From an optimization exercise on the open Yosys and OpenROAD flow, aimed at small area; shortcuts taken in it are not production practice.
Where RTL was checked, it was by simulation tests only, not by an equivalence proof against the original.
No functional check of the RTL was part of run 4.
Power is estimated from default activity; no workload was simulated.

## standard.sh

```bash
#!/bin/bash
# synth_recipe.tcl (not shown) runs the flow's synth.tcl, then flattens the netlist and writes it again
# the make line also repeats each setting of config.mk as NAME=value (left out here)
make -C /OpenROAD-flow-scripts/flow DESIGN_CONFIG=/design/flow/config.mk WORK_HOME=/design/flow/orfs CLKGATE_MAP_FILE= SYNTH_SCRIPT=/design/flow/synth_recipe.tcl "${@:-finish}"
```

## flow/run.sh

```bash
#!/bin/bash
# Layout flow: the standard ORFS flow (standard.sh, unchanged synthesis),
# with smaller port buffers and a clock tree of clkbuf_8 clusters without
# dummy loads. Each tool's output goes to its own log in the work folder.
set -euo pipefail
export BUFFER_PORTS_ARGS="-buffer_cell sky130_fd_sc_hd__buf_1"
export CTS_ARGS="-sink_clustering_enable -repair_clock_nets -buf_list sky130_fd_sc_hd__clkbuf_4 -sink_clustering_size 12 -sink_clustering_max_diameter 40 -dont_use_dummy_load"
bash standard.sh synth > log_synth.txt 2>&1
bash standard.sh floorplan > log_floorplan.txt 2>&1
bash standard.sh place > log_place.txt 2>&1
bash standard.sh cts > log_cts.txt 2>&1
bash standard.sh route > log_route.txt 2>&1
bash standard.sh finish > log_finish.txt 2>&1
```

## design.v

```verilog
module processor (
  input  logic        clk,
  input  logic        reset,
  input  logic [31:0] instruction,
  output logic [31:0] addr,
  output logic [31:0] out,
  output logic        sys_dne,
  output logic        rw
);
  localparam logic [5:0] OP_AND = 6'd6;
  localparam logic [5:0] OP_OR  = 6'd7;
  localparam logic [5:0] OP_XOR = 6'd8;
  localparam logic [5:0] OP_NOT = 6'd9;
  localparam logic [5:0] OP_LI  = 6'd10;
  logic [31:0] pc_q;
  logic [3:0]  ph_q;
  logic        started_q;    
  always_ff @(posedge clk or negedge reset) begin
    if (!reset) begin
      pc_q      <= '0;
      ph_q      <= '0;
      started_q <= 1'b0;
    end else begin
      {pc_q, ph_q} <= {pc_q, ph_q} + 36'd1;
      if (ph_q == 4'd15) started_q <= 1'b1;
    end
  end
  logic [5:0] op;
  logic [4:0] rs, rt, rd, dst;
  logic       is_and, is_or, is_xor, is_not, is_li, wr;
  assign op  = instruction[31:26];
  assign rs  = instruction[25:21];
  assign rt  = instruction[20:16];
  assign rd  = instruction[15:11];
  assign is_and = (op == OP_AND);
  assign is_or  = (op == OP_OR);
  assign is_xor = (op == OP_XOR);
  assign is_not = (op == OP_NOT);
  assign is_li  = (op == OP_LI);
  assign wr     = is_and | is_or | is_xor | is_not | is_li;
  assign dst    = is_li ? rs : (is_not ? rt : rd);
  logic [31:0][15:0] lo_q;
  logic [31:0]       col0;      
  logic [31:0]       we;
  logic a, b, res;
  always_comb begin
    we = '0;
    we[dst] = wr;
  end
  assign a = col0[rs];
  assign b = col0[rt];
  always_comb begin
    if (is_li)       res = instruction[ph_q];
    else if (is_not) res = ~a;
    else if (is_and) res = a & b;
    else if (is_or)  res = a | b;
    else             res = a ^ b;
  end
  for (genvar i = 0; i < 32; i++) begin : g_reg
    assign col0[i] = lo_q[i][0];
    always_ff @(posedge clk) begin
      lo_q[i] <= {(we[i] ? res : lo_q[i][0]), lo_q[i][15:1]};
    end
  end
  logic [31:0] hr_q;
  logic [3:0]  tap;
  logic [1:0]  j_rs, j_rt, j_dst;
  logic        cap_a, cap_b, ins;
  logic        ha_q, hb_q, hres;
  assign tap   = {hr_q[24], hr_q[16], hr_q[8], hr_q[0]};
  assign j_rs  = rs[4:3]  - {pc_q[0], ph_q[3]};
  assign j_rt  = rt[4:3]  - {pc_q[0], ph_q[3]};
  assign j_dst = dst[4:3] - {pc_q[0], ph_q[3]};
  assign cap_a = ~ph_q[3] & (ph_q[2:0] == rs[2:0]);
  assign cap_b = ~ph_q[3] & (ph_q[2:0] == rt[2:0]);
  assign ins   = wr & ph_q[3] & (ph_q[2:0] == dst[2:0]);
  always_ff @(posedge clk) begin
    if (cap_a) ha_q <= tap[j_rs];
    if (cap_b) hb_q <= tap[j_rt];
  end
  always_comb begin
    if (is_li)       hres = 1'b0;
    else if (is_not) hres = ~ha_q;
    else if (is_and) hres = ha_q & hb_q;
    else if (is_or)  hres = ha_q | hb_q;
    else             hres = ha_q ^ hb_q;
  end
  always_ff @(posedge clk) begin
    hr_q <= {hr_q[0], hr_q[31:1]};
    if (ins) begin
      case (j_dst)
        2'd0: hr_q[31] <= hres;
        2'd1: hr_q[7]  <= hres;
        2'd2: hr_q[15] <= hres;
        default: hr_q[23] <= hres;
      endcase
    end
  end
  logic [15:0] out_lo_q;
  logic        out_hi_q;
  always_ff @(posedge clk) begin
    out_lo_q <= {(wr ? res : (out_lo_q[0] & started_q)), out_lo_q[15:1]};
    if (ph_q == 4'd15) out_hi_q <= wr ? hres : (out_hi_q & started_q);
  end
  assign sys_dne = started_q & (ph_q == 4'd0);
  assign addr    = pc_q;
  assign out     = {{16{out_hi_q}}, out_lo_q};
  assign rw      = 1'b0;
endmodule
```

## constraint.sdc

```tcl
create_clock -name core_clock -period 6.0 [get_ports {clk}]
set_input_delay 1.2000 -clock core_clock [delete_from_list [all_inputs] [get_ports {clk}]]
set_output_delay 1.2000 -clock core_clock [all_outputs]
set_load 0.01 [all_outputs]
```

## config.mk

```make
export PLATFORM = sky130hd
export DESIGN_NAME = processor
export DESIGN_NICKNAME = processor
export VERILOG_FILES = /design/flow/design.v
export SDC_FILE = /design/flow/constraint.sdc
export NUM_CORES = 4
export LEC_CHECK = 0
export CAP_MARGIN = 20
export CORE_MARGIN = 2
export CORE_UTILIZATION = 40
export SLEW_MARGIN = 20
```

==> impl_metrics.ini, run 1 <==
[power]
ir_worst_vdd_v = 0.000212
cellPowerDensity_nw_per_um2 = 340
static-leakage-power_nw = 6.64
total_power_w = 0.00570

[floorplanning]
core.rowCount = 72
core-area_um2 = 38500
floorplan.initialDensity_pct = 40.3
chipWidth_um = 201
ios = 100
die_h_um = 201
die_area_um2 = 40300

[critical_path]
worstPathMaxFanout = 12
rrSetupSlack_ns = 2.73
critical_path_class = in2reg
worst_path_largest_cell_delay_ns = 0.70
worst_ep_arrival_ns = 4.97
critical_path.cell_chain = buf_1 -> or4b_1 -> o311ai_1 -> a21oi_1 -> inv_1 -> ha_1 -> clkinv_1 -> xnor2_2 -> nor3_1 -> o21ai_0 -> mux2_1
worst_path_max_delay_cell = sky130_fd_sc_hd__or4b_1
startpoint_type = input port
cp.required_ns = 6.59
crit_path_end_kind = register

[clocking]
holdBufCountCts = 0
clkSlewWorstSetupHoldPaths_ns = 0.11
cts.sink_count = 600
cts_made_buffers = 59
cts_tree = done
clockBufferDepth = 3
cts-htree-levels = 2
clk_latency_ns = 0.77
clock_tree.root_cell = sky130_fd_sc_hd__clkbuf_4
cts_post_setup_buffers_inserted = 0
cts_resized = 0

[drt]
detailedRoute.firstPassIterationCount = 4
post_drt_wl_per_cell_um = 14.8
detail-route-antenna-nets = 0
detailroute.via_count = 7363
drt-vias-per-instance = 4.43
drc_errors = 0
drt_wirelength_um = 24600
dr.first_iter.drc_count = 297

[timing]
worst_slew_margin_rel_pct = 32.6
final_period_util_pct = 73.1
post_layout_minimum_cycle_time_ns = 4.38
setup_violations = 0
timing_worst_slew_pin_value_ns = 1.01
final.setup_skew_ns = 0.113
layout_setup_ws_ns = 1.62
final_slew_violations = 0
final.setup.tns_ns = 0
timing_hold_violations_final = 0
max_freq_ghz = 0.228
grt_setup_unrepaired = false

[run_status]
run_status = timing/DRC/antenna clean

[finish]
layout-drive-gt1-share_pct = 10.2
num-nets-final = 1188
layoutNonFillerInstCount = 1662
layout.core_utilization_pct = 43.5
synthToLayoutAreaGrowth_pct = 8.14

[placed_design]
gpl.final_weighted_congestion = 0.809
port_buffers = 98
pre_cts_slack_ns = 0.914
place_hpwl_um = 16800
dpl.cell_count = 1601

[grt]
grt_start_max_net_pins = 38
grt_first_pass_wirelength_um = 38600
track_usage_pct = 12.2
grt_antenna_before_repair = 1
first_global_vias = 7050
total_congestion_overflow = 0

[hold_path]
hold_path.class = reg2reg

[logic_synthesis]
synth_top_cell_area_share_pct = 72.4
yosysWarnings = 1
synth.cell_area_um2 = 15500
ys.flop_type = sky130_fd_sc_hd__dfxtp_1
yosysMostFrequentCell = sky130_fd_sc_hd__dfxtp_1
netlist_top_cells_count = sky130_fd_sc_hd__dfxtp_1 (560), sky130_fd_sc_hd__xnor2_1 (38), sky130_fd_sc_hd__dfrtp_1 (37), sky130_fd_sc_hd__nand2_1 (32), sky130_fd_sc_hd__nand3_1 (29)
synth_seq_cells = 600
yosysSeqAreaShare_pct = 79.0
yosys-top-cells-area = sky130_fd_sc_hd__dfxtp_1 (72%), sky130_fd_sc_hd__dfrtp_1 (6.0%), sky130_fd_sc_hd__mux4_2 (2.9%), sky130_fd_sc_hd__xnor2_1 (2.1%), sky130_fd_sc_hd__mux2_1 (1.5%)
post_syn_area_per_cell_um2 = 15.1
synth_edf_count = 3
syn-num-nets = 1070
netlist_instances = 1026
synth_top_cell_by_area = sky130_fd_sc_hd__dfxtp_1
synth.distinct_cells = 69
asyncSetResetFlopFracSynth_pct = 6.17

[job]
drv_cap = 0
-- layout make-up --
cell class | count | area, µm²
Inverter | 21 | 80.1
Tap cell | 518 | 648
Timing Repair Buffer | 105 | 422
Multi-Input combinational cell | 357 | 2920
Antenna cell | 2 | 5.00
Clock buffer | 59 | 443
Fill cell | 3530 | 21700
Sequential cell | 600 | 12200
-- where the power goes --
group / total, W / internal, W / switching (W)
combinational: 0.000162 / 0.0000530 / 0.000109
sequential: 0.00401 / 0.00401 / 0.00000630
clock: 0.00152 / 0.000452 / 0.00107
total: 0.00570 / 0.00451 / 0.00119
-- per-layer routing --
metal,part of all wire [%],vias to the layer above,wire (µm),track usage [%]
met5,0,-,0,0
met3,4.6,61,1130,2.99
li1,-,3639,-,-
met1,50,3509,12200,17.0
met4,2.8,0,682,4.84
met2,43,154,10600,18.4
-- worst max-delay path, delay by kind of cell --
| family | cells | cell delay (ns) |
|---|---|---|
| mux | 1 | 0.33 |
| buf+inv | 3 | 0.73 |
| compound gates | 3 | 0.83 |
| simple gates | 2 | 1.09 |
| fa+ha+maj | 1 | 0.48 |
| xor+xnor | 1 | 0.29 |
-- registers in the layout (all words and copies together) (netlist names) --
| register | flops |
|---|---|
| lo_q | 512 |
| hr_q | 32 |
| ha_q | 1 |
| out_lo_q | 16 |
| hb_q | 1 |
| ph_q | 4 |
| out_hi_q | 1 |
| pc_q | 32 |
| started_q | 1 |
-- cell families after synthesis --
family / count (synthesis) / share of synthesized area, %
AO/OA/AOI/OAI: 66 / 3.17
XOR/XNOR: 53 / 3.05
adder cells (fa/ha/maj): 10 / 0.808
buffers and inverters: 69 / 2.22
flip-flops: 600 / 79.0
multiplexers: 69 / 6.38
other: 1 / 0.0242
AND/OR/NAND/NOR: 158 / 5.40
-- cell usage in the layout, fill, tap and decap left out, types with 2 or more instances in the layout --
master	netlist	routed
sky130_fd_sc_hd__dfxtp_1	560	560
sky130_fd_sc_hd__buf_1	4	97
sky130_fd_sc_hd__clkbuf_4	0	59
sky130_fd_sc_hd__xnor2_1	38	38
sky130_fd_sc_hd__dfrtp_1	37	37
sky130_fd_sc_hd__nand2_1	32	32
sky130_fd_sc_hd__nand3_1	29	29
sky130_fd_sc_hd__nor2_1	26	26
sky130_fd_sc_hd__mux4_2	20	20
sky130_fd_sc_hd__mux2_1	20	20
sky130_fd_sc_hd__inv_1	18	18
sky130_fd_sc_hd__mux2_2	17	17
sky130_fd_sc_hd__nor3_1	14	14
sky130_fd_sc_hd__xor2_1	14	14
sky130_fd_sc_hd__and3_1	13	13
sky130_fd_sc_hd__mux2i_1	12	12
sky130_fd_sc_hd__o21ai_0	12	12
sky130_fd_sc_hd__nor2b_1	10	10
sky130_fd_sc_hd__ha_1	10	10
sky130_fd_sc_hd__nand4_1	9	9
sky130_fd_sc_hd__nand2b_1	7	7
sky130_fd_sc_hd__a21oi_1	7	7
sky130_fd_sc_hd__buf_4	18	7
sky130_fd_sc_hd__a311oi_1	5	5
sky130_fd_sc_hd__o22a_1	4	4
sky130_fd_sc_hd__o21ai_1	4	4
sky130_fd_sc_hd__a211oi_1	3	3
sky130_fd_sc_hd__nor4_1	3	3
sky130_fd_sc_hd__a31oi_1	3	3
sky130_fd_sc_hd__o311a_1	3	3
sky130_fd_sc_hd__and4_1	3	3
sky130_fd_sc_hd__edfxtp_1	3	3
sky130_fd_sc_hd__diode_2	0	2
sky130_fd_sc_hd__a22oi_1	2	2
sky130_fd_sc_hd__o22ai_1	2	2
sky130_fd_sc_hd__o211ai_1	2	2
sky130_fd_sc_hd__o32ai_1	2	2
sky130_fd_sc_hd__o311ai_1	2	2
sky130_fd_sc_hd__a311o_1	2	2
-- final timing paths --
path	from	endpoint	depth (start not counted)
setup / recovery	instruction[31]	lo_q[47]$_DFF_P_	11
hold / removal	lo_q[251]$_DFF_P_	lo_q[250]$_DFF_P_	0
setup reg to reg	lo_q[144]$_DFF_P_	lo_q[127]$_DFF_P_	13
hold reg to reg	lo_q[251]$_DFF_P_	lo_q[250]$_DFF_P_	0
max in group asynchronous	reset	pc_q[13]$_DFF_PN0_	1
min in group asynchronous	reset	pc_q[27]$_DFF_PN0_	1
-- per-stage QoR --
stage          hold WS (ns)  cell area (µm²)
3_3_place_gp          0.309            16300
5_1_grt               0.258            16700
6_report              0.257            16700
4_1_cts               0.260            16700
3_5_place_dp          0.312            16300
2_1_floorplan         0.310            15500
==> run 2: changes to the inputs <==
--- a/flow/run.sh
+++ b/flow/run.sh
@@ -4,7 +4,7 @@
 # dummy loads. Each tool's output goes to its own log in the work folder.
 set -euo pipefail
 export BUFFER_PORTS_ARGS="-buffer_cell sky130_fd_sc_hd__buf_1"
-export CTS_ARGS="-sink_clustering_enable -repair_clock_nets -buf_list sky130_fd_sc_hd__clkbuf_4 -sink_clustering_size 12 -sink_clustering_max_diameter 40 -dont_use_dummy_load"
+export CTS_ARGS="-sink_clustering_enable -repair_clock_nets -buf_list {sky130_fd_sc_hd__clkbuf_4 sky130_fd_sc_hd__clkbuf_8} -sink_clustering_size 20 -sink_clustering_max_diameter 50 -dont_use_dummy_load"
 bash standard.sh synth > log_synth.txt 2>&1
 bash standard.sh floorplan > log_floorplan.txt 2>&1
 bash standard.sh place > log_place.txt 2>&1
==> run 2 against run 1 <==
Compared with the run above: final area up 0.61%; total power up 2.4%; area after synthesis unchanged; largest cell class unchanged.
==> impl_metrics.ini, run 2 <==
[timing]
setup_violations = 0
holdWs_ns = 0.255
timing_worst_slew_pin_value_ns = 1.02
final.setup_skew_ns = 0.0782
final.setup.tns_ns = 0
layout_setup_ws_ns = 1.40
grt_setup_unrepaired = false
timing_hold_violations_final = 0
final_period_util_pct = 76.6
final_slew_violations = 0
post_layout_minimum_cycle_time_ns = 4.60
max_freq_ghz = 0.217
worst_slew_margin_rel_pct = 32.3

[power]
clock_power_share_pct = 28.5
internal_power_w = 0.00466
static-leakage-power_nw = 6.66
p_sw_w = 0.00117
ir_worst_vdd_v = 0.000229
seq_power_share_pct = 68.8
comb_power_share_pct = 2.8
cellPowerDensity_nw_per_um2 = 346
switching_portion_of_total_power_pct = 20.1

[finish]
layout_top_registers = lo_q x512, hr_q x32, pc_q x32
mostFrequentLayoutCell = sky130_fd_sc_hd__dfxtp_1
insertedDiodeCount = 0
layout.core_utilization_pct = 43.8
synthToLayoutAreaGrowth_pct = 8.80
layout-drive-gt1-share_pct = 8.73
filler_cell_count = 3522
layout_common_cells = sky130_fd_sc_hd__dfxtp_1 (560), sky130_fd_sc_hd__buf_1 (97), sky130_fd_sc_hd__clkbuf_8 (40)
largest_register_ffs = 512
num-nets-final = 1169
layout.cell_area.non_filler_um2 = 16800
top_register = lo_q

[floorplanning]
ios = 100
chipWidth_um = 201
die_area_um2 = 40300
core-area_um2 = 38500
die_h_um = 201
core.rowCount = 72
floorplan.initialDensity_pct = 40.3

[logic_synthesis]
synth_top_cell_by_area = sky130_fd_sc_hd__dfxtp_1
netlist_top_cells_count = sky130_fd_sc_hd__dfxtp_1 (560), sky130_fd_sc_hd__xnor2_1 (38), sky130_fd_sc_hd__dfrtp_1 (37), sky130_fd_sc_hd__nand2_1 (32), sky130_fd_sc_hd__nand3_1 (29)
post_syn_area_per_cell_um2 = 15.1
yosys-top-cells-area = sky130_fd_sc_hd__dfxtp_1 (72%), sky130_fd_sc_hd__dfrtp_1 (6.0%), sky130_fd_sc_hd__mux4_2 (2.9%), sky130_fd_sc_hd__xnor2_1 (2.1%), sky130_fd_sc_hd__mux2_1 (1.5%)
yosysWarnings = 1
synth.cell_area_um2 = 15500
syn-num-nets = 1070
synth_top_cell_area_share_pct = 72.4
yosysSeqAreaShare_pct = 79.0
synth.distinct_cells = 69
ys.flop_type = sky130_fd_sc_hd__dfxtp_1
synth_edf_count = 3
netlist_instances = 1026
yosysMostFrequentCell = sky130_fd_sc_hd__dfxtp_1
synth_seq_cells = 600
asyncSetResetFlopFracSynth_pct = 6.17

[clocking]
cts_resized = 0
holdBufCountCts = 0
clockBufferDepth = 3
clock_tree.root_cell = sky130_fd_sc_hd__clkbuf_8
cts_made_buffers = 40
cts_post_setup_buffers_inserted = 0
cts.sink_count = 600
cts_tree = done
cts-htree-levels = 2
clk_latency_ns = 0.58
clkSlewWorstSetupHoldPaths_ns = 0.10

[critical_path]
startpoint_type = input port
cp.required_ns = 6.44
worstPathMaxFanout = 12
crit_path_end_kind = register
critical_path_class = in2reg
worst_ep_arrival_ns = 5.04

[grt]
grt_antenna_before_repair = 0
track_usage_pct = 11.9
total_congestion_overflow = 0
grt_first_pass_wirelength_um = 37800
grt_start_max_net_pins = 38
first_global_vias = 6873

[drt]
post_drt_wl_per_cell_um = 14.8
detailroute.via_count = 7246
dr.first_iter.drc_count = 265
detail-route-antenna-nets = 0
drc_errors = 0
drt_wirelength_um = 24300
detailedRoute.firstPassIterationCount = 4
drt-vias-per-instance = 4.42

[placed_design]
place_hpwl_um = 16800
placed_cell_areas_um2 = 16300
gpl.final_weighted_congestion = 0.809
port_buffers = 98
pre_cts_slack_ns = 0.914

[job]
drv_cap = 0

[run_status]
run_status = timing/DRC/antenna clean

[hold_path]
hold_path.class = reg2reg
==> run 2: changes by cell type in the layout (fill, tap and decap cells not counted), sizes merged <==
| cell | delta |
|---|---|
| clkbuf | -19 |
| diode | -2 |
==> run 2: per-stage QoR <==
stage                     total power (W)  instances
after floorplan                   0.00421       1026
after global placement            0.00426       1601
after detailed placement          0.00426       1601
after CTS                         0.00593       1641
after global routing              0.00609       1641
final                             0.00583       1641
==> run 2: final timing paths <==
check                                        from            endpoint  slack [ns]  cells past startpoint
worst max-delay path              instruction[31]   lo_q[175]$_DFF_P_        1.40                     11
worst min-delay path            lo_q[443]$_DFF_P_   lo_q[442]$_DFF_P_        0.26                      0
max in group asynchronous                   reset   ph_q[0]$_DFF_PN0_        4.61                      1
min in group asynchronous                   reset  pc_q[26]$_DFF_PN0_        0.76                      1
worst max register to register  lo_q[368]$_DFF_P_   lo_q[127]$_DFF_P_        2.78                     13
worst min register to register  lo_q[443]$_DFF_P_   lo_q[442]$_DFF_P_        0.26                      0
==> run 2: area by class of cell <==
class                   instances  area [µm²]  area share [%]
flip-flops and latches        600       12200            72.6
multi-input cells             357        2920            17.3
inverters                      21        80.1           0.475
repair buffers                105         422            2.50
clock buffers                  40         551            3.27
well taps                     518         648            3.85
==> run 2: layer usage <==
layer | track usage, % | vias up | routed length [µm]
met4 | 4.21 | 0 | 604
li1 | - | 3573 | -
met1 | 16.7 | 3488 | 12000
met2 | 18.4 | 132 | 10600
met3 | 2.55 | 53 | 1050
met5 | 0 | - | 0
==> run 2: logic make-up after synthesis <==
kind of cell,after synthesis,share of synthesized area (%)
other,1,0.0242
AOI/OAI and AO/OA,66,3.17
xor gates and xnor gates,53,3.05
and+or+nand+nor,158,5.40
DFF,600,79.0
muxes,69,6.38
adders and majority gates,10,0.808
buffers and inverters,69,2.22
==> run 2: power by group through the flow <==
stage	Combinational (W)	Sequential [W]	Clock (W)
global route	0.000178	0.00401	0.00189
finish	0.000163	0.00401	0.00166
detailed placement	0.000163	0.00410	0
global placement	0.000163	0.00410	0
floorplan	0.000107	0.00410	0
CTS	0.000164	0.00401	0.00175
==> run 2: worst max-delay path: stages <==
cell and delay [ns]:
sky130_fd_sc_hd__buf_1 0.12, sky130_fd_sc_hd__or4b_1 0.70, sky130_fd_sc_hd__o311ai_1 0.31, sky130_fd_sc_hd__a21oi_1 0.35, sky130_fd_sc_hd__inv_1 0.26, sky130_fd_sc_hd__ha_1 0.48, sky130_fd_sc_hd__clkinv_1 0.36, sky130_fd_sc_hd__xnor2_2 0.30
sky130_fd_sc_hd__nor3_1 0.41, sky130_fd_sc_hd__nor2b_1 0.20, sky130_fd_sc_hd__mux2_1 0.33
==> run 3: changes to the inputs <==
--- a/flow/run.sh
+++ b/flow/run.sh
@@ -4,7 +4,7 @@
 # dummy loads. Each tool's output goes to its own log in the work folder.
 set -euo pipefail
 export BUFFER_PORTS_ARGS="-buffer_cell sky130_fd_sc_hd__buf_1"
-export CTS_ARGS="-sink_clustering_enable -repair_clock_nets -buf_list {sky130_fd_sc_hd__clkbuf_4 sky130_fd_sc_hd__clkbuf_8} -sink_clustering_size 20 -sink_clustering_max_diameter 50 -dont_use_dummy_load"
+export CTS_ARGS="-sink_clustering_enable -repair_clock_nets -buf_list sky130_fd_sc_hd__clkbuf_8 -sink_clustering_size 20 -sink_clustering_max_diameter 50 -dont_use_dummy_load"
 bash standard.sh synth > log_synth.txt 2>&1
 bash standard.sh floorplan > log_floorplan.txt 2>&1
 bash standard.sh place > log_place.txt 2>&1
==> run 3 against run 2 <==
Compared with the run above: clock skew did not move; global-route usage did not move; sequential cell count unchanged; non-clock buffer count did not move; highest routed layer unchanged; synthesized cell count is the same; sequential power about the same; die area unchanged; register-to-register slack about the same; still clean; cell count is the same; combinational power hardly changed; setup slack stayed put; fmax unchanged.
==> impl_metrics.ini, run 3 <==
[floorplanning]
ios = 100
die_area_um2 = 40300
core.rowCount = 72
floorplan.initialDensity_pct = 40.3
die_h_um = 201
chipWidth_um = 201
core-area_um2 = 38500

[grt]
global_route.usage.met2_pct = 18.4
globalRoute.busiestLayer = met2
gr-usage-met3_pct = 2.55
grt_start_max_net_pins = 38
total_congestion_overflow = 0
grt_met1_use_pct = 16.7
first_global_vias = 6873
grt_antenna_before_repair = 0
track_usage_pct = 11.9
grt_first_pass_wirelength_um = 37800

[critical_path]
critical_path_class = in2reg
r2r_start = lo_q[368]$_DFF_P_
timing.reg2reg.worst_path_depth = 13
startpoint_type = input port
cp.required_ns = 6.44
crit_path_end_kind = register
worstPathMaxFanout = 12
worst_ep_arrival_ns = 5.04
rrSetupSlack_ns = 2.78
cpLargestDelayFamily = simple AND/OR/NAND/NOR gates
rr_endpoint = lo_q[127]$_DFF_P_
worst_path_max_delay_cell = sky130_fd_sc_hd__or4b_1
critical_path.n_buffers_inverters = 3
worst_path_largest_cell_delay_ns = 0.70
critical_path.cell_chain = buf_1 -> or4b_1 -> o311ai_1 -> a21oi_1 -> inv_1 -> ha_1 -> clkinv_1 -> xnor2_2 -> nor3_1 -> nor2b_1 -> mux2_1

[drt]
drt-vias-per-instance = 4.42
detailedRoute.firstPassIterationCount = 4
detail-route-antenna-nets = 0
drc_errors = 0
post_drt_wl_per_cell_um = 14.8
drt_wirelength_um = 24300
dr.first_iter.drc_count = 265
detailroute.via_count = 7246

[power]
ir_worst_vdd_v = 0.000229
total_power_w = 0.00583
cellPowerDensity_nw_per_um2 = 346
static-leakage-power_nw = 6.66

[timing]
final_slew_violations = 0
final.setup.tns_ns = 0
final_period_util_pct = 76.6
max_freq_ghz = 0.217
timing_worst_slew_pin_value_ns = 1.02
timing_hold_violations_final = 0
final.setup_skew_ns = 0.0782
post_layout_minimum_cycle_time_ns = 4.60
grt_setup_unrepaired = false
setup_violations = 0
layout_setup_ws_ns = 1.40
worst_slew_margin_rel_pct = 32.3

[finish]
num-nets-final = 1169
layout_top_registers = lo_q x512, hr_q x32, pc_q x32
insertedDiodeCount = 0
synthToLayoutAreaGrowth_pct = 8.80
mostFrequentLayoutCell = sky130_fd_sc_hd__dfxtp_1
layout-drive-gt1-share_pct = 8.73
layout.core_utilization_pct = 43.8
layout_common_cells = sky130_fd_sc_hd__dfxtp_1 (560), sky130_fd_sc_hd__buf_1 (97), sky130_fd_sc_hd__clkbuf_8 (40)
filler_cell_count = 3522
largest_register_ffs = 512
top_register = lo_q

[logic_synthesis]
synth.cell_area_um2 = 15500
ys.flop_type = sky130_fd_sc_hd__dfxtp_1
asyncSetResetFlopFracSynth_pct = 6.17
yosys-top-cells-area = sky130_fd_sc_hd__dfxtp_1 (72%), sky130_fd_sc_hd__dfrtp_1 (6.0%), sky130_fd_sc_hd__mux4_2 (2.9%), sky130_fd_sc_hd__xnor2_1 (2.1%), sky130_fd_sc_hd__mux2_1 (1.5%)
yosysMostFrequentCell = sky130_fd_sc_hd__dfxtp_1
synth.distinct_cells = 69
syn-num-nets = 1070
post_syn_area_per_cell_um2 = 15.1
synth_seq_cells = 600
synth_edf_count = 3
netlist_top_cells_count = sky130_fd_sc_hd__dfxtp_1 (560), sky130_fd_sc_hd__xnor2_1 (38), sky130_fd_sc_hd__dfrtp_1 (37), sky130_fd_sc_hd__nand2_1 (32), sky130_fd_sc_hd__nand3_1 (29)
netlist_instances = 1026
synth_top_cell_by_area = sky130_fd_sc_hd__dfxtp_1
yosysSeqAreaShare_pct = 79.0
yosysWarnings = 1
synth_top_cell_area_share_pct = 72.4

[clocking]
clk_latency_ns = 0.58
clockBufferDepth = 3
clock_tree.root_cell = sky130_fd_sc_hd__clkbuf_8
clkSlewWorstSetupHoldPaths_ns = 0.10
cts_post_setup_buffers_inserted = 0
cts_made_buffers = 40
cts_resized = 0
cts-htree-levels = 2
cts_tree = done
cts.sink_count = 600
holdBufCountCts = 0

[run_status]
run_status = timing/DRC/antenna clean

[hold_path]
hold_path_startpoint = lo_q[443]$_DFF_P_
holdPathStages = 0
hold_path.class = reg2reg
worstHoldEndpoint = lo_q[442]$_DFF_P_

[placed_design]
pre_cts_slack_ns = 0.914
place_hpwl_um = 16800
port_buffers = 98
gpl.final_weighted_congestion = 0.809

[job]
drv_cap = 0
-- run 3: cell counts after synthesis --
No cell type changed its count.
-- run 3: how the worst max path moves through the flow --
stage	from	slack (ns)	endpoint	depth (start not counted)
after detailed placement	instruction[31]	0.91	lo_q[175]$_DFF_P_	11
after CTS	instruction[31]	1.51	lo_q[175]$_DFF_P_	11
after floorplan	instruction[31]	1.59	lo_q[175]$_DFF_P_	13
after global routing	instruction[31]	1.19	lo_q[303]$_DFF_P_	11
after global placement	instruction[31]	0.96	lo_q[175]$_DFF_P_	11
final	instruction[31]	1.40	lo_q[175]$_DFF_P_	11
-- run 3: worst reg2reg max path: stages, from the launching register on --
cell                       delay [ns]
sky130_fd_sc_hd__dfxtp_1         0.39
sky130_fd_sc_hd__mux4_2          0.48
sky130_fd_sc_hd__mux4_2          0.48
sky130_fd_sc_hd__mux2i_1         0.22
sky130_fd_sc_hd__inv_1           0.07
sky130_fd_sc_hd__ha_1            0.17
sky130_fd_sc_hd__inv_1           0.05
sky130_fd_sc_hd__mux2i_1         0.05
sky130_fd_sc_hd__mux2i_1         0.23
sky130_fd_sc_hd__a32o_1          0.18
sky130_fd_sc_hd__a221oi_2        0.04
sky130_fd_sc_hd__buf_4           0.25
sky130_fd_sc_hd__o32ai_1         0.34
sky130_fd_sc_hd__a221oi_1        0.13
-- run 3: logic make-up (layout without fill, tap and decap cells) --
| kind of cell | count (synthesis) | count (layout) | share of synthesized area, % |
|---|---|---|---|
| simple gates | 158 | 158 | 5.40 |
| mux | 69 | 69 | 6.38 |
| buf+inv | 69 | 166 | 2.22 |
| fa+ha+maj | 10 | 10 | 0.808 |
| flops | 600 | 600 | 79.0 |
| other cells | 1 | 1 | 0.0242 |
| xor+xnor | 53 | 53 | 3.05 |
| compound gates | 66 | 66 | 3.17 |
-- run 3: area by class of cell --
cell class | count | area [µm²] | area share [%]
Inverter | 21 | 80.1 | 0.475
Timing Repair Buffer | 105 | 422 | 2.50
Sequential cell | 600 | 12200 | 72.6
Clock buffer | 40 | 551 | 3.27
Tap cell | 518 | 648 | 3.85
Multi-Input combinational cell | 357 | 2920 | 17.3
-- run 3: power by group --
| part | total (W) | internal (W) | switching [W] |
|---|---|---|---|
| Clock | 0.00166 | 0.000602 | 0.00106 |
| Sequential | 0.00401 | 0.00400 | 0.00000634 |
| Combinational | 0.000163 | 0.0000530 | 0.000110 |
| Total | 0.00583 | 0.00466 | 0.00117 |
-- run 3: per-layer routing --
metal,part of all wire [%],wire length (µm)
met2,44,10600
met5,0,0
met4,2.5,604
met3,4.3,1050
met1,50,12000
-- run 3: stage by stage --
step           area, µm²  hold WS (ns)  std cells
6_report           16800         0.255       1641
5_1_grt            16800         0.249       1641
4_1_cts            16800         0.253       1641
3_5_place_dp       16300         0.312       1601
3_3_place_gp       16300         0.309       1601
2_1_floorplan      15500         0.310       1026
==> run 4: changes to the inputs <==
--- a/design.v
+++ b/design.v
@@ -43,12 +43,27 @@
   logic [31:0]       col0;      
   logic [31:0]       we;
   logic a, b, res;
+  logic [3:0] wsel_hi;
+  logic [7:0] wsel_lo;
   always_comb begin
-    we = '0;
-    we[dst] = wr;
+    wsel_hi = '0;
+    wsel_hi[dst[4:3]] = wr;
+    wsel_lo = '0;
+    wsel_lo[dst[2:0]] = 1'b1;
+    for (int i = 0; i < 32; i++) we[i] = wsel_hi[i / 8] & wsel_lo[i % 8];
   end
-  assign a = col0[rs];
-  assign b = col0[rt];
+  logic [7:0] a1, b1;
+  logic [1:0] a2, b2;
+  for (genvar k = 0; k < 8; k++) begin : g_rd1
+    assign a1[k] = col0[4 * k + rs[1:0]];
+    assign b1[k] = col0[4 * k + rt[1:0]];
+  end
+  for (genvar k = 0; k < 2; k++) begin : g_rd2
+    assign a2[k] = a1[4 * k + rs[3:2]];
+    assign b2[k] = b1[4 * k + rt[3:2]];
+  end
+  assign a = a2[rs[4]];
+  assign b = b2[rt[4]];
   always_comb begin
     if (is_li)       res = instruction[ph_q];
     else if (is_not) res = ~a;
--- a/flow/run.sh
+++ b/flow/run.sh
@@ -4,7 +4,7 @@
 # dummy loads. Each tool's output goes to its own log in the work folder.
 set -euo pipefail
 export BUFFER_PORTS_ARGS="-buffer_cell sky130_fd_sc_hd__buf_1"
-export CTS_ARGS="-sink_clustering_enable -repair_clock_nets -buf_list sky130_fd_sc_hd__clkbuf_8 -sink_clustering_size 20 -sink_clustering_max_diameter 50 -dont_use_dummy_load"
+export CTS_ARGS="-sink_clustering_enable -repair_clock_nets -buf_list sky130_fd_sc_hd__clkbuf_4 -sink_clustering_size 12 -sink_clustering_max_diameter 40 -dont_use_dummy_load -tree_buf sky130_fd_sc_hd__clkbuf_8 -root_buf sky130_fd_sc_hd__clkbuf_8"
 bash standard.sh synth > log_synth.txt 2>&1
 bash standard.sh floorplan > log_floorplan.txt 2>&1
 bash standard.sh place > log_place.txt 2>&1
==> run 4 against run 3 <==
Compared with the run above: still clean; non-clock buffer count fell by 6; sequential power barely moved; sequential share of layout area rose by 1.2 points; cell count fell by 0.73%.
==> impl_metrics.ini, run 4 <==
[finish]
largest_register_ffs = 512
register_area_um2 = 12200
layout_top_registers = lo_q x512, hr_q x32, pc_q x32
top_register = lo_q
synthToLayoutAreaGrowth_pct = 9.03
layout-drive-gt1-share_pct = 11.2
num-nets-final = 1165
layout.cell_area.non_filler_um2 = 16600
multi_input_comb_area_um2 = 2710
filler_cell_count = 3413
layout_common_cells = sky130_fd_sc_hd__dfxtp_1 (560), sky130_fd_sc_hd__buf_1 (97), sky130_fd_sc_hd__clkbuf_4 (58)
mostFrequentLayoutCell = sky130_fd_sc_hd__dfxtp_1

[placed_design]
pre_cts_slack_ns = 1.15
gpl.final_weighted_congestion = 0.823
place_hpwl_um = 15800
port_buffers = 98
placed_cell_areas_um2 = 16000

[floorplanning]
die_area_um2 = 39600
ios = 100
chipWidth_um = 199
die_h_um = 199
floorplan.initialDensity_pct = 40.5
core.rowCount = 71
core-area_um2 = 37600

[timing]
layout_setup_ws_ns = 1.83
post_layout_minimum_cycle_time_ns = 4.17
timing_hold_violations_final = 0
final.setup.tns_ns = 0
final_period_util_pct = 69.5
setup_violations = 0
final_slew_violations = 0
max_freq_ghz = 0.240
timing_worst_slew_pin_value_ns = 0.971
grt_setup_unrepaired = false
final.setup_skew_ns = 0.0783
worst_slew_margin_rel_pct = 35.3
holdWs_ns = 0.270

[logic_synthesis]
synth_top_cell_area_share_pct = 73.7
yosysMostFrequentCell = sky130_fd_sc_hd__dfxtp_1
ys.flop_type = sky130_fd_sc_hd__dfxtp_1
post_syn_area_per_cell_um2 = 15.5
syn-num-nets = 1031
synth_seq_cells = 600
yosys-top-cells-area = sky130_fd_sc_hd__dfxtp_1 (74%), sky130_fd_sc_hd__dfrtp_1 (6.1%), sky130_fd_sc_hd__mux4_2 (2.4%), sky130_fd_sc_hd__xnor2_1 (2.0%), sky130_fd_sc_hd__mux2_2 (1.6%)
synth.cell_area_um2 = 15200
netlist_top_cells_count = sky130_fd_sc_hd__dfxtp_1 (560), sky130_fd_sc_hd__nand2_1 (46), sky130_fd_sc_hd__dfrtp_1 (37), sky130_fd_sc_hd__xnor2_1 (34), sky130_fd_sc_hd__nor2_1 (33)
synth_edf_count = 3
synth.distinct_cells = 56
synth_top_cell_by_area = sky130_fd_sc_hd__dfxtp_1
yosysSeqAreaShare_pct = 80.4
yosysWarnings = 1
asyncSetResetFlopFracSynth_pct = 6.17
netlist_instances = 983

[critical_path]
worst_setup_path_startpoint = instruction[22]
rr_endpoint = lo_q[319]$_DFF_P_
worst_path_largest_cell_delay_ns = 0.68
r2r_start = lo_q[368]$_DFF_P_
startpoint_type = input port
timing.reg2reg.worst_path_depth = 9
cpLargestDelayFamily = compound AO/OA/AOI/OAI gates
worstPathMaxFanout = 33
rrSetupSlack_ns = 2.68
worst_ep_arrival_ns = 4.64
critical_path.cell_chain = buf_1 -> buf_4 -> mux2i_1 -> nand2_1 -> nand4_1 -> a21oi_1 -> a311oi_1 -> inv_1 -> ha_1 -> mux2i_1 -> a211oi_1 -> a221o_1 -> mux2_1
critical_path_class = in2reg
crit_path_frequent_cell = sky130_fd_sc_hd__mux2i_1
cp.required_ns = 6.47
critical_path.n_buffers_inverters = 3
worst_path_max_delay_cell = sky130_fd_sc_hd__a221o_1
crit_path_end_kind = register

[clocking]
cts_post_setup_buffers_inserted = 0
cts_resized = 0
cts_made_buffers = 67
clock_tree.root_cell = sky130_fd_sc_hd__clkbuf_8
clockBufferDepth = 3
clk_latency_ns = 0.61
cts.sink_count = 600
holdBufCountCts = 0
cts_tree = done
clkSlewWorstSetupHoldPaths_ns = 0.11
cts-htree-levels = 3

[drt]
drc_errors = 0
detail-route-antenna-nets = 0
detailedRoute.firstPassIterationCount = 4
detailroute.via_count = 7068
dr.first_iter.drc_count = 286
drt_wirelength_um = 23200
post_drt_wl_per_cell_um = 14.3
drt-vias-per-instance = 4.34

[run_status]
run_status = timing/DRC/antenna clean

[hold_path]
hold_path_startpoint = lo_q[283]$_DFF_P_
worstHoldEndpoint = lo_q[282]$_DFF_P_
holdPathStages = 0
hold_path.class = reg2reg

[power]
total_power_w = 0.00580
ir_worst_vdd_v = 0.000143
cellPowerDensity_nw_per_um2 = 350
static-leakage-power_nw = 6.61

[grt]
track_usage_pct = 12.0
total_congestion_overflow = 0
first_global_vias = 6820
grt_first_pass_wirelength_um = 35900
grt_antenna_before_repair = 4
grt_start_max_net_pins = 38

[job]
drv_cap = 0
-- run 4: changes by cell type in the layout (fill, tap and decap cells not counted), sizes merged, moves of 5 or more --
cell,delta
nor2b,-5
nor2,+11
mux2i,+9
buf,-6
nand2,+15
o21ai,-7
nand3,-7
and3,-9
clkbuf,+27
-- run 4: how the worst max path moves through the flow --
stage / end / slack (ns) / cells past startpoint
floorplan: lo_q[351]$_DFF_P_ / 2.06 / 11
global placement: lo_q[383]$_DFF_P_ / 1.20 / 10
detailed placement: lo_q[239]$_DFF_P_ / 1.15 / 9
CTS: lo_q[287]$_DFF_P_ / 1.79 / 9
global route: lo_q[463]$_DFF_P_ / 1.52 / 9
finish: lo_q[319]$_DFF_P_ / 1.83 / 13
-- run 4: report_power, final --
part           leakage, nW  switching [W]  internal [W]  total, W
combinational         1.24      0.0000743     0.0000386  0.000113
sequential            5.03     0.00000595       0.00400   0.00401
clock                0.332        0.00110      0.000586   0.00168
total                 6.61        0.00118       0.00463   0.00580
-- run 4: area by class of cell --
| cell class | count | area share, % |
|---|---|---|
| inverter | 16 | 0.362 |
| timing repair buffer | 99 | 2.27 |
| antenna | 3 | 0.0453 |
| sequential | 600 | 73.7 |
| tap | 511 | 3.86 |
| clock buffer | 67 | 3.37 |
| multi-input combinational | 333 | 16.3 |
-- run 4: cell families (layout without fill, tap and decap cells) --
family / after synthesis / after routing / share of synthesized area (%)
DFF: 600 / 600 / 80.4
and+or+nand+nor: 163 / 163 / 5.59
muxes: 74 / 74 / 6.49
xor gates and xnor gates: 52 / 52 / 3.09
buffers and inverters: 50 / 182 / 1.78
AOI/OAI and AO/OA: 29 / 29 / 1.47
adders and majority gates: 14 / 14 / 1.15
other: 1 / 4 / 0.0247
-- run 4: layer usage --
metal / up-vias / share of wire [%] / GRT usage, %
met1: 3333 / 48 / 16.1
met4: 2 / 3.0 / 5.58
met2: 199 / 42 / 17.6
li1: 3468 / - / -
met5: - / 0.056 / 0
met3: 66 / 7.0 / 4.15
-- run 4: metrics by stage --
step                      util (%)  cells
after floorplan                  -    983
after global placement        42.6   1559
after detailed placement      42.6   1559
after CTS                     44.1   1626
after global routing          44.1   1626
final                         44.1   1629
==> run 5: changes to the inputs <==
--- a/design.v
+++ b/design.v
@@ -50,7 +50,6 @@
     wsel_hi[dst[4:3]] = wr;
     wsel_lo = '0;
     wsel_lo[dst[2:0]] = 1'b1;
-    for (int i = 0; i < 32; i++) we[i] = wsel_hi[i / 8] & wsel_lo[i % 8];
   end
   logic [7:0] a1, b1;
   logic [1:0] a2, b2;
@@ -73,6 +72,7 @@
   end
   for (genvar i = 0; i < 32; i++) begin : g_reg
     assign col0[i] = lo_q[i][0];
+    assign we[i]   = wsel_hi[i / 8] & wsel_lo[i % 8];
     always_ff @(posedge clk) begin
       lo_q[i] <= {(we[i] ? res : lo_q[i][0]), lo_q[i][15:1]};
     end
==> flow/run.sh (replaced) <==
#!/bin/bash
# Layout flow: the standard ORFS flow (standard.sh, unchanged synthesis),
# with smaller port buffers and a clock tree of clkbuf_8 clusters without
# dummy loads. Each tool's output goes to its own log in the work folder.
set -euo pipefail
export BUFFER_PORTS_ARGS="-buffer_cell sky130_fd_sc_hd__buf_1"
export CTS_ARGS="-sink_clustering_enable -repair_clock_nets -buf_list sky130_fd_sc_hd__clkbuf_4 -sink_clustering_size 13 -sink_clustering_max_diameter 30 -dont_use_dummy_load"
bash standard.sh synth > log_synth.txt 2>&1
bash standard.sh floorplan > log_floorplan.txt 2>&1
bash standard.sh place > log_place.txt 2>&1
bash standard.sh cts > log_cts.txt 2>&1
bash standard.sh route > log_route.txt 2>&1
bash standard.sh finish > log_finish.txt 2>&1
==> run 5 against run 4 <==
Compared with the run above: sequential share of layout area shrank 0.51 points; worst hold slack lost 0.0068 ns; combinational power is essentially flat; global-route usage grew 0.16 points; area after synthesis is the same; clock power grew 8%; routed wire length grew 0.78%; fmax grew 2.1%; critical path depth is the same; die area is the same; critical path type unchanged; largest power group unchanged.
==> impl_metrics.ini, run 5 <==
[grt]
grt_met1_use_pct = 16.0
gr-usage-met3_pct = 4.27
grt_antenna_before_repair = 5
globalRoute.busiestLayer = met2
track_usage_pct = 12.2
total_congestion_overflow = 0
grt_start_max_net_pins = 38
first_global_vias = 6996
grt_first_pass_wirelength_um = 36400
global_route.usage.met2_pct = 17.4

[power]
cellPowerDensity_nw_per_um2 = 356
ir_worst_vdd_v = 0.000142
static-leakage-power_nw = 6.69
total_power_w = 0.00594

[floorplanning]
ios = 100
core.rowCount = 71
floorplan.initialDensity_pct = 40.5
core-area_um2 = 37600
die_area_um2 = 39600
chipWidth_um = 199
die_h_um = 199

[finish]
largest_register_ffs = 512
layout_common_cells = sky130_fd_sc_hd__dfxtp_1 (560), sky130_fd_sc_hd__buf_1 (97), sky130_fd_sc_hd__clkbuf_4 (90)
layout_top_registers = lo_q x512, hr_q x32, pc_q x32
top_register = lo_q
layout.core_utilization_pct = 44.4
synthToLayoutAreaGrowth_pct = 9.79
layout-drive-gt1-share_pct = 13.0
layout.cell_area.non_filler_um2 = 16700
layoutNonFillerInstCount = 1652
num-nets-final = 1188
mostFrequentLayoutCell = sky130_fd_sc_hd__dfxtp_1
filler_cell_count = 3388

[drt]
dr.first_iter.drc_count = 238
drt_wirelength_um = 23400
drc_errors = 0
drt-vias-per-instance = 4.36
detail-route-antenna-nets = 0
post_drt_wl_per_cell_um = 14.2
detailroute.via_count = 7202
detailedRoute.firstPassIterationCount = 5

[placed_design]
placed_cell_areas_um2 = 16000
place_hpwl_um = 15800
dpl.cell_count = 1559
port_buffers = 98
gpl.final_weighted_congestion = 0.823

[logic_synthesis]
synth.cell_area_um2 = 15200
yosysMostFrequentCell = sky130_fd_sc_hd__dfxtp_1
syn-num-nets = 1031
yosysWarnings = 1
asyncSetResetFlopFracSynth_pct = 6.17
post_syn_area_per_cell_um2 = 15.5
ys.flop_type = sky130_fd_sc_hd__dfxtp_1
synth.distinct_cells = 56
synth_top_cell_by_area = sky130_fd_sc_hd__dfxtp_1
yosys-top-cells-area = sky130_fd_sc_hd__dfxtp_1 (74%), sky130_fd_sc_hd__dfrtp_1 (6.1%), sky130_fd_sc_hd__mux4_2 (2.4%), sky130_fd_sc_hd__xnor2_1 (2.0%), sky130_fd_sc_hd__mux2_2 (1.6%)
netlist_instances = 983
synth_top_cell_area_share_pct = 73.7
synth_edf_count = 3
netlist_top_cells_count = sky130_fd_sc_hd__dfxtp_1 (560), sky130_fd_sc_hd__nand2_1 (46), sky130_fd_sc_hd__dfrtp_1 (37), sky130_fd_sc_hd__xnor2_1 (34), sky130_fd_sc_hd__nor2_1 (33)
synth_seq_cells = 600
yosysSeqAreaShare_pct = 80.4

[clocking]
cts_tree = done
cts_made_buffers = 90
cts_post_setup_buffers_inserted = 0
cts_resized = 0
clockBufferDepth = 3
cts-htree-levels = 3
holdBufCountCts = 0
clk_latency_ns = 0.77
cts.sink_count = 600
clkSlewWorstSetupHoldPaths_ns = 0.07
clock_tree.root_cell = sky130_fd_sc_hd__clkbuf_4

[timing]
final_period_util_pct = 68.1
final.setup.tns_ns = 0
max_freq_ghz = 0.245
worst_slew_margin_rel_pct = 33.2
final.setup_skew_ns = 0.0868
grt_setup_unrepaired = false
timing_worst_slew_pin_value_ns = 1.00
setup_violations = 0
post_layout_minimum_cycle_time_ns = 4.09
final_slew_violations = 0
timing_hold_violations_final = 0

[critical_path]
critical_path.cell_chain = buf_1 -> buf_4 -> mux2i_1 -> nand2_1 -> nand4_1 -> a21oi_1 -> a311oi_1 -> inv_1 -> ha_1 -> mux2i_1 -> a211oi_1 -> a221o_1 -> mux2_1
worst_ep_arrival_ns = 4.65
critical_path_class = in2reg
cp.required_ns = 6.57
crit_path_end_kind = register
worstPathMaxFanout = 33
worst_path_max_delay_cell = sky130_fd_sc_hd__a221o_1
startpoint_type = input port
worst_path_largest_cell_delay_ns = 0.69
crit_path_frequent_cell = sky130_fd_sc_hd__mux2i_1

[run_status]
run_status = timing/DRC/antenna clean

[hold_path]
hold_path.class = reg2reg

[job]
drv_cap = 0
==> run 5: cell count changes in the layout (fill, tap and decap cells not counted), sizes merged <==
cell / change
clkbuf: +23
==> run 5: critical path, delay by kind of cell <==
kind / cells / cell delay [ns]
AO/OA/AOI/OAI: 4 / 1.25
adder cells (fa/ha/maj): 1 / 0.20
buffers and inverters: 3 / 1.03
multiplexers: 3 / 0.77
AND/OR/NAND/NOR: 2 / 0.16
==> run 5: cell type report <==
class / instances / area, µm² / share of cell area [%]
inverters: 16 / 60.1 / 0.360
flip-flops and latches: 600 / 12200 / 73.2
multi-input cells: 333 / 2710 / 16.2
diodes: 3 / 7.51 / 0.0450
well taps: 511 / 639 / 3.83
repair buffers: 99 / 377 / 2.26
clock buffers: 90 / 676 / 4.05
==> run 5: layer usage <==
| layer | wire length (µm) | up-vias |
|---|---|---|
| li1 | - | 3529 |
| met1 | 11200 | 3380 |
| met2 | 9770 | 219 |
| met3 | 1640 | 72 |
| met4 | 826 | 2 |
| met5 | 18 | - |
==> run 5: cells by family after synthesis <==
family | after synthesis | share of synthesized area (%)
multiplexers | 74 | 6.49
AO/OA/AOI/OAI | 29 | 1.47
adder cells (fa/ha/maj) | 14 | 1.15
AND/OR/NAND/NOR | 163 | 5.59
XOR/XNOR | 52 | 3.09
other | 1 | 0.0247
buffers and inverters | 50 | 1.78
flip-flops | 600 | 80.4
==> run 5: report_power, final <==
part           switching (W)  total [W]  internal (W)  leakage [nW]
Clock                0.00113    0.00182      0.000687         0.414
Combinational      0.0000752   0.000114     0.0000386          1.24
Sequential        0.00000592    0.00401       0.00400          5.03
Total                0.00121    0.00594       0.00473          6.69
==> run 5: path summary, 6_finish.rpt <==
check | start | endpoint | slack (ns) | cells past startpoint
worst min register to register | lo_q[7]$_DFF_P_ | lo_q[6]$_DFF_P_ | 0.26 | 0
min in group asynchronous | reset | pc_q[30]$_DFF_PN0_ | 0.59 | 1
worst min-delay path | lo_q[7]$_DFF_P_ | lo_q[6]$_DFF_P_ | 0.26 | 0
max in group asynchronous | reset | pc_q[19]$_DFF_PN0_ | 4.82 | 1
worst max register to register | lo_q[368]$_DFF_P_ | lo_q[191]$_DFF_P_ | 2.65 | 9
worst max-delay path | instruction[22] | lo_q[191]$_DFF_P_ | 1.91 | 13
==> run 5: metrics by stage <==
| step | setup WS (ns) | hold slack (ns) |
|---|---|---|
| 2_1_floorplan | 2.06 | 0.310 |
| 3_3_place_gp | 1.20 | 0.309 |
| 3_5_place_dp | 1.15 | 0.312 |
| 4_1_cts | 1.93 | 0.245 |
| 5_1_grt | 1.65 | 0.252 |
| 6_report | 1.91 | 0.263 |
==> run 6: changes to the inputs <==
--- a/flow/run.sh
+++ b/flow/run.sh
@@ -4,7 +4,7 @@
 # dummy loads. Each tool's output goes to its own log in the work folder.
 set -euo pipefail
 export BUFFER_PORTS_ARGS="-buffer_cell sky130_fd_sc_hd__buf_1"
-export CTS_ARGS="-sink_clustering_enable -repair_clock_nets -buf_list sky130_fd_sc_hd__clkbuf_4 -sink_clustering_size 13 -sink_clustering_max_diameter 30 -dont_use_dummy_load"
+export CTS_ARGS="-sink_clustering_enable -repair_clock_nets -buf_list sky130_fd_sc_hd__clkbuf_4 -sink_clustering_size 12 -sink_clustering_max_diameter 40 -dont_use_dummy_load"
 bash standard.sh synth > log_synth.txt 2>&1
 bash standard.sh floorplan > log_floorplan.txt 2>&1
 bash standard.sh place > log_place.txt 2>&1
--- a/config.mk
+++ b/config.mk
@@ -7,5 +7,6 @@
 export LEC_CHECK = 0
 export CAP_MARGIN = 20
 export CORE_MARGIN = 2
-export CORE_UTILIZATION = 40
+export CORE_UTILIZATION = 65
+export PLACE_DENSITY = 0.75
 export SLEW_MARGIN = 20
==> run 6 against run 5 <==
Compared with the run above: clock-buffer cell count is 31 lower; first-iteration DRC count increased by 66%; critical endpoint is now lo_q[143]$_DFF_P_; sequential cell count is the same; critical path depth shrank 2; area after synthesis is the same; core utilization rose by 27 points; critical path type unchanged; final area fell by 2.9%; setup slack got worse by 0.13 ns; global-route usage up 6.9 points.
==> impl_metrics.ini, run 6 <==
[hold_path]
hold_path.class = reg2reg

[timing]
setup_violations = 0
timing_worst_slew_pin_value_ns = 1.04
final_slew_violations = 0
holdWs_ns = 0.255
max_freq_ghz = 0.237
worst_slew_margin_rel_pct = 30.6
grt_setup_unrepaired = false
final_period_util_pct = 70.4
final.setup_skew_ns = 0.124
final.setup.tns_ns = 0
post_layout_minimum_cycle_time_ns = 4.22
timing_hold_violations_final = 0

[logic_synthesis]
netlist_instances = 983
synth_top_cell_area_share_pct = 73.7
yosys-top-cells-area = sky130_fd_sc_hd__dfxtp_1 (74%), sky130_fd_sc_hd__dfrtp_1 (6.1%), sky130_fd_sc_hd__mux4_2 (2.4%), sky130_fd_sc_hd__xnor2_1 (2.0%), sky130_fd_sc_hd__mux2_2 (1.6%)
synth_top_cell_by_area = sky130_fd_sc_hd__dfxtp_1
synth.distinct_cells = 56
yosysSeqAreaShare_pct = 80.4
ys.flop_type = sky130_fd_sc_hd__dfxtp_1
syn-num-nets = 1031
synth_seq_cells = 600
synth_edf_count = 3
yosysWarnings = 1
asyncSetResetFlopFracSynth_pct = 6.17
post_syn_area_per_cell_um2 = 15.5
yosysMostFrequentCell = sky130_fd_sc_hd__dfxtp_1
netlist_top_cells_count = sky130_fd_sc_hd__dfxtp_1 (560), sky130_fd_sc_hd__nand2_1 (46), sky130_fd_sc_hd__dfrtp_1 (37), sky130_fd_sc_hd__xnor2_1 (34), sky130_fd_sc_hd__nor2_1 (33)
synth.cell_area_um2 = 15200

[drt]
detail-route-antenna-nets = 0
drt-vias-per-instance = 4.88
drt_wirelength_um = 22800
drc_errors = 0
met1Wirelength_um = 10900
post_drt_wl_per_cell_um = 16.0
detailedRoute.firstPassIterationCount = 4
met2_wirelength_um = 10400
dr_wl_met3_um = 1130
dr.first_iter.drc_count = 394
top_signal_layer_used = met5
detailroute.via_count = 6938

[critical_path]
cp.required_ns = 6.52
startpoint_type = input port
worstPathMaxFanout = 33
critical_path_class = in2reg
r2r_start = lo_q[432]$_DFF_P_
worst_ep_arrival_ns = 4.74
crit_path_end_kind = register
timing.reg2reg.worst_path_depth = 9
rr_endpoint = lo_q[143]$_DFF_P_
cp-endpoint = lo_q[143]$_DFF_P_
worst_setup_path_startpoint = instruction[22]
rrSetupSlack_ns = 2.64

[placed_design]
place_hpwl_um = 15900
port_buffers = 98
gpl.final_weighted_congestion = 0.887

[clocking]
cts-htree-levels = 2
cts_made_buffers = 59
holdBufCountCts = 0
cts_tree = done
cts_post_setup_buffers_inserted = 0
clk_latency_ns = 0.72
cts.sink_count = 600
clock_tree.root_cell = sky130_fd_sc_hd__clkbuf_4
cts_resized = 0
clockBufferDepth = 3
clkSlewWorstSetupHoldPaths_ns = 0.11

[finish]
layout_common_cells = sky130_fd_sc_hd__dfxtp_1 (560), sky130_fd_sc_hd__buf_1 (97), sky130_fd_sc_hd__clkbuf_4 (59)
num-nets-final = 1157
synthToLayoutAreaGrowth_pct = 6.61
layout-drive-gt1-share_pct = 10.6
layout_top_registers = lo_q x512, hr_q x32, pc_q x32
layout.core_utilization_pct = 71.2
top_register = lo_q
largest_register_ffs = 512
mostFrequentLayoutCell = sky130_fd_sc_hd__dfxtp_1

[grt]
grt_start_max_net_pins = 38
grt_antenna_before_repair = 3
track_usage_pct = 19.1
grt_first_pass_wirelength_um = 35500
first_global_vias = 6903
total_congestion_overflow = 0

[run_status]
run_status = timing/DRC/antenna clean

[job]
drv_cap = 0

[floorplanning]
die_area_um2 = 24600
core-area_um2 = 22800
floorplan.initialDensity_pct = 66.8
ios = 100
die_h_um = 157
chipWidth_um = 157
core.rowCount = 55

[power]
static-leakage-power_nw = 6.55
total_power_w = 0.00561
cellPowerDensity_nw_per_um2 = 346
ir_worst_vdd_v = 0.000231
## run 6: cell counts after synthesis
No cell type changed its count.
## run 6: worst min-delay path by stage
stage | from | endpoint | slack (ns) | cells past startpoint
after global routing | lo_q[171]$_DFF_P_ | lo_q[170]$_DFF_P_ | 0.25 | 0
after detailed placement | lo_q[1]$_DFF_P_ | lo_q[0]$_DFF_P_ | 0.31 | 0
after global placement | lo_q[402]$_DFF_P_ | lo_q[401]$_DFF_P_ | 0.31 | 0
final | lo_q[171]$_DFF_P_ | lo_q[170]$_DFF_P_ | 0.25 | 0
after CTS | lo_q[171]$_DFF_P_ | lo_q[170]$_DFF_P_ | 0.25 | 0
after floorplan | hr_q[1]$_DFF_P_ | hr_q[0]$_DFF_P_ | 0.31 | 0
## run 6: cells by family (layout without fill, tap and decap cells)
family                     after synthesis  count (layout)  share of synthesized area [%]
buffers and inverters                   50             174                           1.78
adders and majority gates               14              14                           1.15
other                                    1               3                         0.0247
AOI/OAI and AO/OA                       29              29                           1.47
and+or+nand+nor                        163             163                           5.59
xor gates and xnor gates                52              52                           3.09
DFF                                    600             600                           80.4
muxes                                   74              74                           6.49
## run 6: final cells by class
class                   instances  area [µm²]
clock buffers                  59         443
flip-flops and latches        600       12200
inverters                      16        60.1
repair buffers                 99         377
multi-input cells             333        2710
well taps                     313         392
fillers                      1530        6570
diodes                          2        5.00
## run 6: stage by stage
step / setup slack, ns / instances / area, µm²
after floorplan: 2.06 / 983 / 15200
after global placement: 1.20 / 1361 / 15800
after detailed placement: 1.16 / 1361 / 15800
after CTS: 1.89 / 1420 / 16200
after global routing: 1.56 / 1421 / 16200
final: 1.78 / 1422 / 16200
## run 6: layer usage
layer / vias to the layer above / global-route usage (%)
met5: - / 0
met4: 2 / 6.55
met3: 34 / 4.27
met2: 176 / 29.6
met1: 3280 / 26.8
li1: 3446 / -
## run 6: critical path, stage by stage
cell,delay (ns)
sky130_fd_sc_hd__buf_1,0.75
sky130_fd_sc_hd__buf_4,0.29
sky130_fd_sc_hd__mux2i_1,0.19
sky130_fd_sc_hd__a211oi_1,0.09
sky130_fd_sc_hd__a311oi_1,0.51
sky130_fd_sc_hd__inv_1,0.10
sky130_fd_sc_hd__ha_1,0.21
sky130_fd_sc_hd__mux2i_1,0.12
sky130_fd_sc_hd__a211oi_1,0.09
sky130_fd_sc_hd__a221o_1,0.70
sky130_fd_sc_hd__mux2_2,0.45
## run 6: where the power goes
group	switching (W)	internal (W)	leakage, nW
clock network	0.00103	0.000452	0.271
registers	0.00000603	0.00400	5.03
logic	0.0000746	0.0000388	1.24
==> run 7: changes to the inputs <==
--- a/config.mk
+++ b/config.mk
@@ -5,8 +5,8 @@
 export SDC_FILE = /design/flow/constraint.sdc
 export NUM_CORES = 4
 export LEC_CHECK = 0
-export CAP_MARGIN = 20
+export CAP_MARGIN = 0
 export CORE_MARGIN = 2
 export CORE_UTILIZATION = 65
 export PLACE_DENSITY = 0.75
-export SLEW_MARGIN = 20
+export SLEW_MARGIN = 0
==> run 7 against run 6 <==
Compared with the run above: sequential power about the same; critical path type unchanged; routed wire length unchanged; global-route usage is the same; clock power about the same; fmax stayed put; synthesized cell count unchanged; largest cell class unchanged; first-iteration DRC count unchanged; total power unchanged; die area stayed put; sequential cell count unchanged; core utilization unchanged.
==> impl_metrics.ini, run 7 <==
[run_status]
run_status = timing/DRC/antenna clean

[placed_design]
port_buffers = 98
gpl.final_weighted_congestion = 0.887
place_hpwl_um = 15900
dpl.cell_count = 1361

[clocking]
cts_resized = 0
clock_tree.root_cell = sky130_fd_sc_hd__clkbuf_4
cts_post_setup_buffers_inserted = 0
cts_tree = done
clockBufferDepth = 3
clkSlewWorstSetupHoldPaths_ns = 0.11
clk_latency_ns = 0.72
cts-htree-levels = 2
holdBufCountCts = 0
cts.sink_count = 600
cts_made_buffers = 59

[logic_synthesis]
synth.cell_area_um2 = 15200
netlist_instances = 983
yosys-top-cells-area = sky130_fd_sc_hd__dfxtp_1 (74%), sky130_fd_sc_hd__dfrtp_1 (6.1%), sky130_fd_sc_hd__mux4_2 (2.4%), sky130_fd_sc_hd__xnor2_1 (2.0%), sky130_fd_sc_hd__mux2_2 (1.6%)
netlist_top_cells_count = sky130_fd_sc_hd__dfxtp_1 (560), sky130_fd_sc_hd__nand2_1 (46), sky130_fd_sc_hd__dfrtp_1 (37), sky130_fd_sc_hd__xnor2_1 (34), sky130_fd_sc_hd__nor2_1 (33)
synth_edf_count = 3
synth_top_cell_area_share_pct = 73.7
ys.flop_type = sky130_fd_sc_hd__dfxtp_1
post_syn_area_per_cell_um2 = 15.5
yosysWarnings = 1
synth_top_cell_by_area = sky130_fd_sc_hd__dfxtp_1
yosysSeqAreaShare_pct = 80.4
asyncSetResetFlopFracSynth_pct = 6.17
syn-num-nets = 1031
synth.distinct_cells = 56
yosysMostFrequentCell = sky130_fd_sc_hd__dfxtp_1
synth_seq_cells = 600

[floorplanning]
core.rowCount = 55
die_h_um = 157
ios = 100
core-area_um2 = 22800
floorplan.initialDensity_pct = 66.8
chipWidth_um = 157
die_area_um2 = 24600

[finish]
layoutNonFillerInstCount = 1422
layout-drive-gt1-share_pct = 10.6
largest_register_ffs = 512
synthToLayoutAreaGrowth_pct = 6.61
layout_common_cells = sky130_fd_sc_hd__dfxtp_1 (560), sky130_fd_sc_hd__buf_1 (97), sky130_fd_sc_hd__clkbuf_4 (59)
layout_top_registers = lo_q x512, hr_q x32, pc_q x32
num-nets-final = 1157
mostFrequentLayoutCell = sky130_fd_sc_hd__dfxtp_1
filler_cell_count = 1530
top_register = lo_q

[power]
p_sw_w = 0.00111
ir_worst_vdd_v = 0.000231
clock_power_share_pct = 26.5
comb_power_share_pct = 2.0
internal_power_w = 0.00449
cellPowerDensity_nw_per_um2 = 346
switching_portion_of_total_power_pct = 19.8
seq_power_share_pct = 71.5
static-leakage-power_nw = 6.55

[drt]
drt-vias-per-instance = 4.88
drc_errors = 0
detailroute.via_count = 6938
post_drt_wl_per_cell_um = 16.0
detailedRoute.firstPassIterationCount = 4
dr.first_iter.drc_count = 394
drt_wirelength_um = 22800
detail-route-antenna-nets = 0

[timing]
worst_slew_margin_rel_pct = 30.6
timing_worst_slew_pin_value_ns = 1.04
grt_setup_unrepaired = false
final_slew_violations = 0
setup_violations = 0
final.setup.tns_ns = 0
post_layout_minimum_cycle_time_ns = 4.22
timing_hold_violations_final = 0
holdWs_ns = 0.255
final.setup_skew_ns = 0.124
max_freq_ghz = 0.237
final_period_util_pct = 70.4

[critical_path]
crit_path_end_kind = register
worstPathMaxFanout = 33
critical_path_class = in2reg
cp.required_ns = 6.52
startpoint_type = input port
worst_ep_arrival_ns = 4.74
rrSetupSlack_ns = 2.64

[grt]
grt_first_pass_wirelength_um = 35500
track_usage_pct = 19.1
grt_antenna_before_repair = 3
first_global_vias = 6903
grt_start_max_net_pins = 38
total_congestion_overflow = 0

[job]
drv_cap = 0

[hold_path]
hold_path.class = reg2reg
[run 7: through the flow]
stage	instance area (µm²)	power [W]	setup WS [ns]	utilization [%]
after CTS	16200	0.00567	1.89	71.2
after floorplan	15200	0.00417	2.06	-
final	16200	0.00561	1.78	71.2
after global routing	16200	0.00585	1.56	71.2
after global placement	15800	0.00421	1.20	69.2
after detailed placement	15800	0.00421	1.16	69.2
[run 7: per-layer routing]
| metal | global-route usage [%] | vias to the layer above | share of wire [%] |
|---|---|---|---|
| met1 | 26.8 | 3280 | 48 |
| li1 | - | 3446 | - |
| met4 | 6.55 | 2 | 1.6 |
| met3 | 4.27 | 34 | 5.0 |
| met2 | 29.6 | 176 | 45 |
| met5 | 0 | - | 0.057 |
[run 7: path summary, 6_finish.rpt]
kind,start,endpoint,cells after the start
max,instruction[22],lo_q[143]$_DFF_P_,11
min,lo_q[171]$_DFF_P_,lo_q[170]$_DFF_P_,0
max reg2reg,lo_q[432]$_DFF_P_,lo_q[143]$_DFF_P_,9
min reg2reg,lo_q[171]$_DFF_P_,lo_q[170]$_DFF_P_,0
max in group asynchronous,reset,started_q$_DFFE_PN0P_,1
min in group asynchronous,reset,pc_q[18]$_DFF_PN0_,1
[run 7: kinds of logic (layout without fill, tap and decap cells)]
group | after synthesis | in the layout | share of synthesized area [%]
flops | 600 | 600 | 80.4
simple gates | 163 | 163 | 5.59
mux | 74 | 74 | 6.49
xor+xnor | 52 | 52 | 3.09
buf+inv | 50 | 174 | 1.78
compound gates | 29 | 29 | 1.47
fa+ha+maj | 14 | 14 | 1.15
other cells | 1 | 3 | 0.0247
[run 7: power by group through the flow]
stage	Clock, W	Sequential (W)	Combinational, W
floorplan	0	0.00410	0.0000694
global placement	0	0.00410	0.000112
detailed placement	0	0.00410	0.000112
CTS	0.00155	0.00401	0.000113
global route	0.00171	0.00401	0.000124
finish	0.00148	0.00401	0.000113
[run 7: worst max-delay path: stages]
cell and delay (ns):
sky130_fd_sc_hd__buf_1 0.75, sky130_fd_sc_hd__buf_4 0.29, sky130_fd_sc_hd__mux2i_1 0.19, sky130_fd_sc_hd__a211oi_1 0.09, sky130_fd_sc_hd__a311oi_1 0.51, sky130_fd_sc_hd__inv_1 0.10, sky130_fd_sc_hd__ha_1 0.21, sky130_fd_sc_hd__mux2i_1 0.12
sky130_fd_sc_hd__a211oi_1 0.09, sky130_fd_sc_hd__a221o_1 0.70, sky130_fd_sc_hd__mux2_2 0.45
[run 7: area by class of cell]
class / count / area [µm²] / area share (%)
Antenna cell: 2 / 5.00 / 0.0309
Clock buffer: 59 / 443 / 2.73
Inverter: 16 / 60.1 / 0.370
Multi-Input combinational cell: 333 / 2710 / 16.7
Sequential cell: 600 / 12200 / 75.4
Tap cell: 313 / 392 / 2.42
Timing Repair Buffer: 99 / 377 / 2.32

==> what the ideal ports hide <==
How much do the figures lean on ideal ports? The routed layouts below were timed once more, with nothing changed but the port constraints.
Step 1: set_driving_cell puts a clkbuf_16 on clk and a buf_2 on each other input, an assumption about the parent block.
Step 2 moves the port delays by t, midway between the first and last clock arrival at a register: inputs arrive t later, outputs are due t later. That takes back most of the time a late clock gives input paths.
a / b / c = no drivers / after step 1 / after step 2; a / b = the first two.
| run | t (ns) | setup WS [ns] | worst setup path at the end | latest minus earliest clock arrival (ns) |
|---|---|---|---|---|
| run 1 | 0.759 | 1.616 / 1.635 / 0.876 | input to register | 0.113 / 0.114 |
| run 2 | 0.587 | 1.402 / 1.422 / 0.836 | input to register | 0.081 / 0.081 |
| run 3 | 0.587 | 1.402 / 1.422 / 0.836 | input to register | 0.081 / 0.081 |
| run 4 | 0.602 | 1.828 / 1.812 / 1.210 | input to register | 0.111 / 0.110 |
| run 5 | 0.768 | 1.913 / 1.902 / 1.133 | input to register | 0.111 / 0.111 |
| run 6 | 0.702 | 1.779 / 1.768 / 1.066 | input to register | 0.126 / 0.126 |
| run 7 | 0.702 | 1.779 / 1.768 / 1.066 | input to register | 0.126 / 0.126 |
After both steps every run listed still meets setup and hold. For run 5, which loses most, drivers alone change the setup slack by -0.011 ns; drivers and shift together by -0.780 ns.
